This is an optimization exercise on Yosys and OpenROAD, whose aim is small area, a short achievable clock period and few clock cycles per item, not a production implementation. In this exercise RTL edits were held to simulation tests only and were not proved equivalent to the original. Power and IR drop assume default switching activity.

[config.mk]
export PLATFORM = sky130hd
export DESIGN_NAME = register_vm_execute_unit
export DESIGN_NICKNAME = register_vm_execute_unit
export VERILOG_FILES = /design/flow/design.v
export SDC_FILE = /design/flow/constraint.sdc
export NUM_CORES = 4
export LEC_CHECK = 0
export CAP_MARGIN = 20
export CORE_MARGIN = 2
export CORE_UTILIZATION = 40
export SLEW_MARGIN = 20
[constraint.sdc]
create_clock -name core_clock -period 5.2 [get_ports {clk}]
set_input_delay 1.0400 -clock core_clock [delete_from_list [all_inputs] [get_ports {clk}]]
set_output_delay 1.0400 -clock core_clock [all_outputs]
set_load 0.01 [all_outputs]
[design.v]
package rvx_pkg;
	localparam int NUM_REGS_DEF  = 16;
	localparam int MEM_WORDS_DEF = 256;
	localparam int WORD_W     = 16;
	localparam int CMD_W      = 3;
	localparam int REG_FLD_W  = 4;
	localparam int ADDR_FLD_W = 8;
	localparam int STATUS_W   = 2;
	localparam logic [CMD_W-1:0] CMD_ADD      = 3'd0;
	localparam logic [CMD_W-1:0] CMD_MOVE_REG = 3'd1;
	localparam logic [CMD_W-1:0] CMD_MOVE_IMM = 3'd2;
	localparam logic [CMD_W-1:0] CMD_LOAD     = 3'd3;
	localparam logic [CMD_W-1:0] CMD_STORE    = 3'd4;
	localparam logic [CMD_W-1:0] CMD_READ_REG = 3'd5;
	localparam logic [CMD_W-1:0] CMD_READ_MEM = 3'd6;
	localparam logic [STATUS_W-1:0] ST_SILENT   = 2'd0;
	localparam logic [STATUS_W-1:0] ST_VALID    = 2'd1;
	localparam logic [STATUS_W-1:0] ST_OVERFLOW = 2'd2;
	typedef logic [WORD_W-1:0] word_t;
	function automatic logic writes_reg_other(input logic [CMD_W-1:0] c);
		writes_reg_other = (c == CMD_MOVE_REG) || (c == CMD_MOVE_IMM) || (c == CMD_LOAD);
	endfunction
	function automatic logic may_write_reg(input logic [CMD_W-1:0] c);
		may_write_reg = (c == CMD_ADD) || writes_reg_other(c);
	endfunction
endpackage
module rvx_exec (
	input  logic [rvx_pkg::CMD_W-1:0]    cmd,
	input  rvx_pkg::word_t               op_a,
	input  rvx_pkg::word_t               op_b,
	output rvx_pkg::word_t               value,
	output logic [rvx_pkg::STATUS_W-1:0] status,
	output rvx_pkg::word_t               wdata,
	output logic                         reg_we,
	output logic                         mem_we
);
	logic [rvx_pkg::WORD_W:0] sum;
	logic                     is_add;
	logic                     carry;
	assign sum    = {1'b0, op_a} + {1'b0, op_b};
	assign is_add = (cmd == rvx_pkg::CMD_ADD);
	assign carry  = sum[rvx_pkg::WORD_W];
	assign wdata  = is_add ? sum[rvx_pkg::WORD_W-1:0] : op_b;
	assign reg_we = (is_add & ~carry) | rvx_pkg::writes_reg_other(cmd);
	assign mem_we = (cmd == rvx_pkg::CMD_STORE);
	always_comb begin
		value  = '0;
		status = rvx_pkg::ST_SILENT;
		case (cmd)
			rvx_pkg::CMD_ADD: begin
				if (carry) begin
					status = rvx_pkg::ST_OVERFLOW;
				end else begin
					value  = sum[rvx_pkg::WORD_W-1:0];
					status = rvx_pkg::ST_VALID;
				end
			end
			rvx_pkg::CMD_READ_REG: begin
				value  = op_a;
				status = rvx_pkg::ST_VALID;
			end
			rvx_pkg::CMD_READ_MEM: begin
				value  = op_b;
				status = rvx_pkg::ST_VALID;
			end
			default: begin
				value  = '0;
				status = rvx_pkg::ST_SILENT;
			end
		endcase
	end
endmodule
module register_vm_execute_unit #(
	parameter int NUM_REGS  = rvx_pkg::NUM_REGS_DEF,
	parameter int MEM_WORDS = rvx_pkg::MEM_WORDS_DEF
) (
	input  logic                           clk,
	input  logic                           arst_n,
	input  logic                           start,
	output logic                           busy,
	input  logic [rvx_pkg::CMD_W-1:0]      cmd,
	input  logic [rvx_pkg::REG_FLD_W-1:0]  dest_reg,
	input  logic [rvx_pkg::REG_FLD_W-1:0]  src_reg,
	input  logic [rvx_pkg::ADDR_FLD_W-1:0] mem_addr,
	input  logic [rvx_pkg::WORD_W-1:0]     immediate,
	output logic                           strobe,
	output logic [rvx_pkg::WORD_W-1:0]     value,
	output logic [rvx_pkg::STATUS_W-1:0]   status
);
	localparam int W  = rvx_pkg::WORD_W;
	localparam int NR = 2 ** rvx_pkg::REG_FLD_W;    
	localparam int NM = 2 ** rvx_pkg::ADDR_FLD_W;   
	localparam int NQ = 4;                          
	localparam int QW = NM / NQ;                    
	typedef logic [rvx_pkg::CMD_W-1:0]     cmd_t;
	typedef logic [rvx_pkg::REG_FLD_W-1:0] ridx_t;
	typedef logic [rvx_pkg::ADDR_FLD_W-1:0] maddr_t;
	logic [NR-1:0][W-1:0] regs;
	logic [NM-1:0][W-1:0] mem;
	logic clearing_q;
	logic accept;
	logic                    v1;
	cmd_t                    cmd1;
	ridx_t                   d1;
	ridx_t                   s1;
	maddr_t                  a1;
	rvx_pkg::word_t          imm1;
	logic [NQ-1:0][W-1:0]    mq1;     
	logic                    mf1;      
	logic                    mf2;      
	rvx_pkg::word_t          mf2_data;
	logic                    rf_a;     
	logic                    rf_b;     
	logic           v2;
	cmd_t           cmd2;
	ridx_t          d2;
	maddr_t         a2;
	rvx_pkg::word_t op_a2;
	rvx_pkg::word_t op_b2;
	rvx_pkg::word_t               ex_value;
	logic [rvx_pkg::STATUS_W-1:0] ex_status;
	rvx_pkg::word_t               ex_wdata;
	logic                         ex_reg_we;
	logic                         ex_mem_we;
	logic                         strobe_q;
	rvx_pkg::word_t               value_q;
	logic [rvx_pkg::STATUS_W-1:0] status_q;
	assign busy   = clearing_q;
	assign accept = start & ~clearing_q;
	always_ff @(posedge clk or negedge arst_n) begin
		if (!arst_n) begin
			clearing_q <= 1'b1;
			v1         <= 1'b0;
			v2         <= 1'b0;
			strobe_q   <= 1'b0;
		end else begin
			clearing_q <= 1'b0;
			v1         <= accept;
			v2         <= v1;
			strobe_q   <= v2;
		end
	end
	always_ff @(posedge clk) begin
		cmd1 <= cmd;
		d1   <= dest_reg;
		s1   <= src_reg;
		a1   <= mem_addr;
		imm1 <= immediate;
		for (int q = 0; q < NQ; q++) begin
			mq1[q] <= mem[q * QW + int'(mem_addr[5:0])];
		end
		mf1      <= v1 & (cmd1 == rvx_pkg::CMD_STORE) & (mem_addr == a1);
		mf2      <= v2 & (cmd2 == rvx_pkg::CMD_STORE) & (mem_addr == a2);
		mf2_data <= op_b2;
		rf_a     <= v1 & rvx_pkg::may_write_reg(cmd1) & (dest_reg == d1);
		rf_b     <= v1 & rvx_pkg::may_write_reg(cmd1) & (src_reg == d1);
	end
	rvx_pkg::word_t mem_rd1;
	rvx_pkg::word_t reg_a1;
	rvx_pkg::word_t reg_b1;
	rvx_pkg::word_t op_a1;
	rvx_pkg::word_t op_b1;
	logic           b_is_reg1;
	logic           b_is_imm1;
	always_comb begin
		if (mf1) begin
			mem_rd1 = op_b2;
		end else if (mf2) begin
			mem_rd1 = mf2_data;
		end else begin
			mem_rd1 = mq1[a1[7:6]];
		end
	end
	assign reg_a1 = regs[d1];
	assign reg_b1 = regs[s1];
	assign b_is_imm1 = (cmd1 == rvx_pkg::CMD_MOVE_IMM);
	assign b_is_reg1 = (cmd1 == rvx_pkg::CMD_ADD) || (cmd1 == rvx_pkg::CMD_MOVE_REG) ||
	                   (cmd1 == rvx_pkg::CMD_STORE);
	always_comb begin
		op_a1 = (rf_a & ex_reg_we) ? ex_wdata : reg_a1;
		if (b_is_reg1) begin
			op_b1 = (rf_b & ex_reg_we) ? ex_wdata : reg_b1;
		end else if (b_is_imm1) begin
			op_b1 = imm1;
		end else begin
			op_b1 = mem_rd1;
		end
	end
	always_ff @(posedge clk) begin
		cmd2  <= cmd1;
		d2    <= d1;
		a2    <= a1;
		op_a2 <= op_a1;
		op_b2 <= op_b1;
	end
	rvx_exec u_exec (
		.cmd    (cmd2),
		.op_a   (op_a2),
		.op_b   (op_b2),
		.value  (ex_value),
		.status (ex_status),
		.wdata  (ex_wdata),
		.reg_we (ex_reg_we),
		.mem_we (ex_mem_we)
	);
	rvx_pkg::word_t reg_wd;
	rvx_pkg::word_t mem_wd;
	logic [NR-1:0]  reg_wen;
	logic [15:0]    mem_hi;
	logic [15:0]    mem_lo;
	assign reg_wd = clearing_q ? '0 : ex_wdata;
	assign mem_wd = clearing_q ? '0 : op_b2;
	always_comb begin
		for (int i = 0; i < NR; i++) begin
			reg_wen[i] = clearing_q | (v2 & ex_reg_we & (d2 == ridx_t'(i)));
		end
		for (int i = 0; i < 16; i++) begin
			mem_hi[i] = clearing_q | (v2 & ex_mem_we & (a2[7:4] == 4'(i)));
			mem_lo[i] = clearing_q | (a2[3:0] == 4'(i));
		end
	end
	always_ff @(posedge clk) begin
		for (int i = 0; i < NR; i++) begin
			if (reg_wen[i]) begin
				regs[i] <= reg_wd;
			end
		end
	end
	always_ff @(posedge clk) begin
		for (int i = 0; i < NM; i++) begin
			if (mem_hi[i / 16] & mem_lo[i % 16]) begin
				mem[i] <= mem_wd;
			end
		end
	end
	always_ff @(posedge clk) begin
		value_q  <= ex_value;
		status_q <= ex_status;
	end
	assign strobe = strobe_q;
	assign value  = value_q;
	assign status = status_q;
endmodule
[run.sh]
#!/bin/bash
# synth_recipe.tcl (not shown) runs the flow's synth.tcl, then flattens the netlist and writes it again
# the make line also repeats each setting of config.mk as NAME=value (left out here)
make -C /OpenROAD-flow-scripts/flow DESIGN_CONFIG=/design/flow/config.mk WORK_HOME=/design/flow/orfs CLKGATE_MAP_FILE= SYNTH_SCRIPT=/design/flow/synth_recipe.tcl finish
==> flow_summary.yaml <==
status:
  status: "finished clean"
yosys:
  synthCells: 7532
  synth.most_common_cell: "edfxtp_1"
  synth_top_flop_cell: "edfxtp_1"
  ys_ff_latch: 4540
  yosysTopAreaCellShare_pct: 75.1
  ys.warnings.count: 2
  synth-edff-count: 4368
  syn_nets: 7587
  syn_area_um2: 175000
  synth.avg_cell_area_um2: 23.2
  ys_seq_area_share_pct: 77.0
  ys_types: 71
  yosys-top-cells-count: "edfxtp_1, mux4_2, nor2_1"
  ys_top_cells_by_area: "edfxtp_1, mux4_2, dfxtp_1"
  synth_top_area_cell: "edfxtp_1"
  async_reset_ff_share_pct: 0.0881
clocking:
  cts.sinks: 4540
  clock_tree.root_cell: "clkbuf_16"
  ctsHoldBuffers: 0
  cts_buffers: 448
  htree_num_levels: 5
  tritoncts: "yes"
  cts.clk_slew.worst_paths_ns: 0.06
  insertion_delay_ns: 1.02
  cts_resized: 0
  cts_setup_buffers: 0
  cts_buffer_depth: 4
global_routing:
  grtUsageTotal_pct: 20.1
  grt_pass1_vias: 84200
  grt-ovfl-total: 0
  grt_pass1_wl_um: 640000
  grt_antenna_before_repair: 13
  grt_max_degree: 225
route:
  vias: 83000
  antenna_left: 0
  drc: 0
  wire_per_inst_um: 31.9
  drt_first_pass_iters: 6
  post_drt_via_cell_ratio: 5.85
  routed_wl_um: 452000
  drt_iter0_drc: 10600
cells_and_area:
  n_fill_cell: 35500
  multi_input_area_um2: 38600
  drive_above_1_share_pct: 31.2
  seq_area_um2: 135000
  finalNetCount: 8117
  areaGrowthSynthToFinish_pct: 14.4
setup_path:
  crit_path_end_kind: "flop"
  cp.required_ns: 5.80
  cp.arrival_ns: 4.64
  crit_path_start_kind: "flop"
  crit_type: "flop to flop"
  worst-path-max-fanout: 18
pwr:
  p_seq_share_pct: 52.6
  p_comb_share_pct: 10.0
  pwr-share-clk_pct: 37.4
  intPower_mw: 65.7
  pwr_density_cell_nw_per_um2: 431
  power.leakage_nw: 65.5
  netSwitchingFraction_pct: 23.7
  irDropWorstVdd_v: 0.000309
  switching_power_mw: 20.4
sta:
  max_slew_margin_pct: 21.4
  finalSetupViolations: 0
  slew_violations: 0
  post-route-period-util_pct: 77.7
  finalHoldViolations: 0
  whs_ns: 0.251
  min_period_ns: 4.04
  clock_skew_ns: 0.0798
  layout_setup_ws_ns: 1.16
  max_freq_mhz: 247
  rsz0062_at_grt: "false"
  worst_slew_pin_slew_ns: 1.18
  fin_tns_setup_ns: 0
floorplan:
  io_pins: 58
  core_um2: 435000
  initial_utilization_pct: 40.2
  die_area_um2: 442000
  dieWidth_um: 665
  row_count: 242
  die_y_um: 665
run:
  maxCapViolCount: 0
place:
  post-place-ws_ns: 0.838
  io_buffer_count: 57
  dpl.hpwl_um: 263000
  gp_congestion: 0.842
min_path:
  hp-class: "input port to asynchronous set/reset pin"
state kept, by name, indices dropped and copies added (netlist names), 8 cells and up:
signal    count
a2            8
regs        256
mem        4096
op_a2        16
imm1         16
op_b2        16
mq1          64
a1            8
value_q      16
mf2_data     16
power by group through the flow:
stage | Sequential, mW | Combinational (mW) | Clock (mW)
2_1_floorplan | 45.6 | 5.06 | 0
3_3_place_gp | 45.9 | 8.44 | 0
3_5_place_dp | 46.1 | 8.63 | 0
4_1_cts | 45.4 | 8.64 | 32.7
5_1_grt | 45.6 | 9.04 | 34.1
6_report | 45.3 | 8.60 | 32.2
critical path, cell delays in order (launching register included):
cell and delay (ns):
edfxtp_1 0.45, ha_1 0.26, inv_1 0.10, fa_1 0.22
nand2b_1 0.16, a211oi_2 0.12, o21ai_1 0.41, a31oi_4 0.33
nor2_1 0.80, a31o_2 0.79
cells in the final DEF, fill, tap and decap left out, types with 28 or more instances in the layout:
master,synthesis,routed
nand2_1,48,47
clkinv_2,0,87
o211ai_1,33,33
mux4_2,1381,1381
a21oi_1,86,71
o221ai_1,50,50
clkbuf_1,248,113
o21ai_0,49,49
edfxtp_1,4368,4368
clkbuf_8,0,29
nor2_2,0,47
dfxtp_1,168,161
clkdlybuf4s50_1,0,51
xnor2_1,29,29
nor2_1,372,321
o22ai_1,131,131
clkbuf_16,0,456
buf_12,0,53
buf_4,25,404
inv_1,28,28
clkinv_1,0,62
bufinv_16,0,36
mux2i_1,104,104
cells by family after synthesis:
group                    share of synthesized area [%]
flip-flops                                        77.0
multiplexers                                      18.4
AND/OR/NAND/NOR                                   1.25
AO/OA/AOI/OAI                                     1.82
buffers and inverters                             1.18
XOR/XNOR                                         0.175
adder cells (fa/ha/maj)                          0.126
other                                          0.00215
stage by stage:
step	instance area (um^2)	std cells	total power, mW	util, %
finish	200000	14200	86.2	46.0
global route	200000	14200	88.7	46.0
CTS	200000	14200	86.7	46.0
detailed placement	185000	13300	54.7	42.6
global placement	185000	13300	54.3	42.6
floorplan	175000	7532	50.7	-
worst paths after layout:
kind / start / to / slack (ns) / depth (start not counted)
max in group asynchronous: arst_n / clearing_q$_DFF_PN1_ / 4.70 / 1
worst min-delay path: arst_n / v2$_DFF_PN0_ / 0.25 / 1
worst max register to register: op_b2[0]$_DFFE_PP_ / regs[213]$_DFFE_PP_ / 1.16 / 9
worst min register to register: a1[3]$_DFF_P_ / a2[3]$_DFF_P_ / 0.35 / 0
worst max-delay path: op_b2[0]$_DFFE_PP_ / regs[213]$_DFFE_PP_ / 1.16 / 9
min in group core_clock: a1[3]$_DFF_P_ / a2[3]$_DFF_P_ / 0.35 / 0
cell type report:
type,instances,share of cell area [%]
Antenna cell,5,0.00626
Clock buffer,600,6.12
Clock inverter,235,1.21
Inverter,28,0.0526
Multi-Input combinational cell,2525,19.3
Sequential cell,4540,67.3
Tap cell,5734,3.59
Timing Repair Buffer,519,2.40
per-layer routing:
layer | wire length [um] | vias to the layer above | GRT usage [%] | share of wire [%]
met2 | 220000 | 3625 | 32.8 | 49
met5 | 18 | - | 0 | 0.0040
met1 | 179000 | 45300 | 27.8 | 40
met4 | 16200 | 4 | 6.42 | 3.6
met3 | 36500 | 697 | 3.49 | 8.1
li1 | - | 33400 | - | -
Testbench counts, summed over its fixed seeds: cycles 24,016, items 24,000.

==> separate check: timing with driven ports <==
How much do the figures lean on ideal ports? The routed layout below was timed once more, with nothing changed but the port constraints.
Step 1 (the two cells are an assumption about what drives the block):
set clk [get_ports {clk}]
set_driving_cell -lib_cell sky130_fd_sc_hd__clkbuf_16 $clk
set_driving_cell -lib_cell sky130_fd_sc_hd__buf_2 [delete_from_list [all_inputs] $clk]
Step 2 moves the port delays by t, midway between the first and last clock arrival at a register: inputs arrive t later, outputs are due t later. That takes back most of the time a late clock gives input paths.
Three values: ideal, step 1, step 2; two values: the first two.
shift t [ns]: 1.095
slack for setup (ns): 1.159 / 1.159 / 0.775
slew at the worst register clock pin (ns): 0.07 / 0.07
worst slew at a driven data input, ns: 0.08
cell pins on the clock port's net: 1
After both steps setup and hold are still met in this run. For this run, drivers alone change the setup slack by 0.000 ns; drivers and shift together by -0.384 ns.
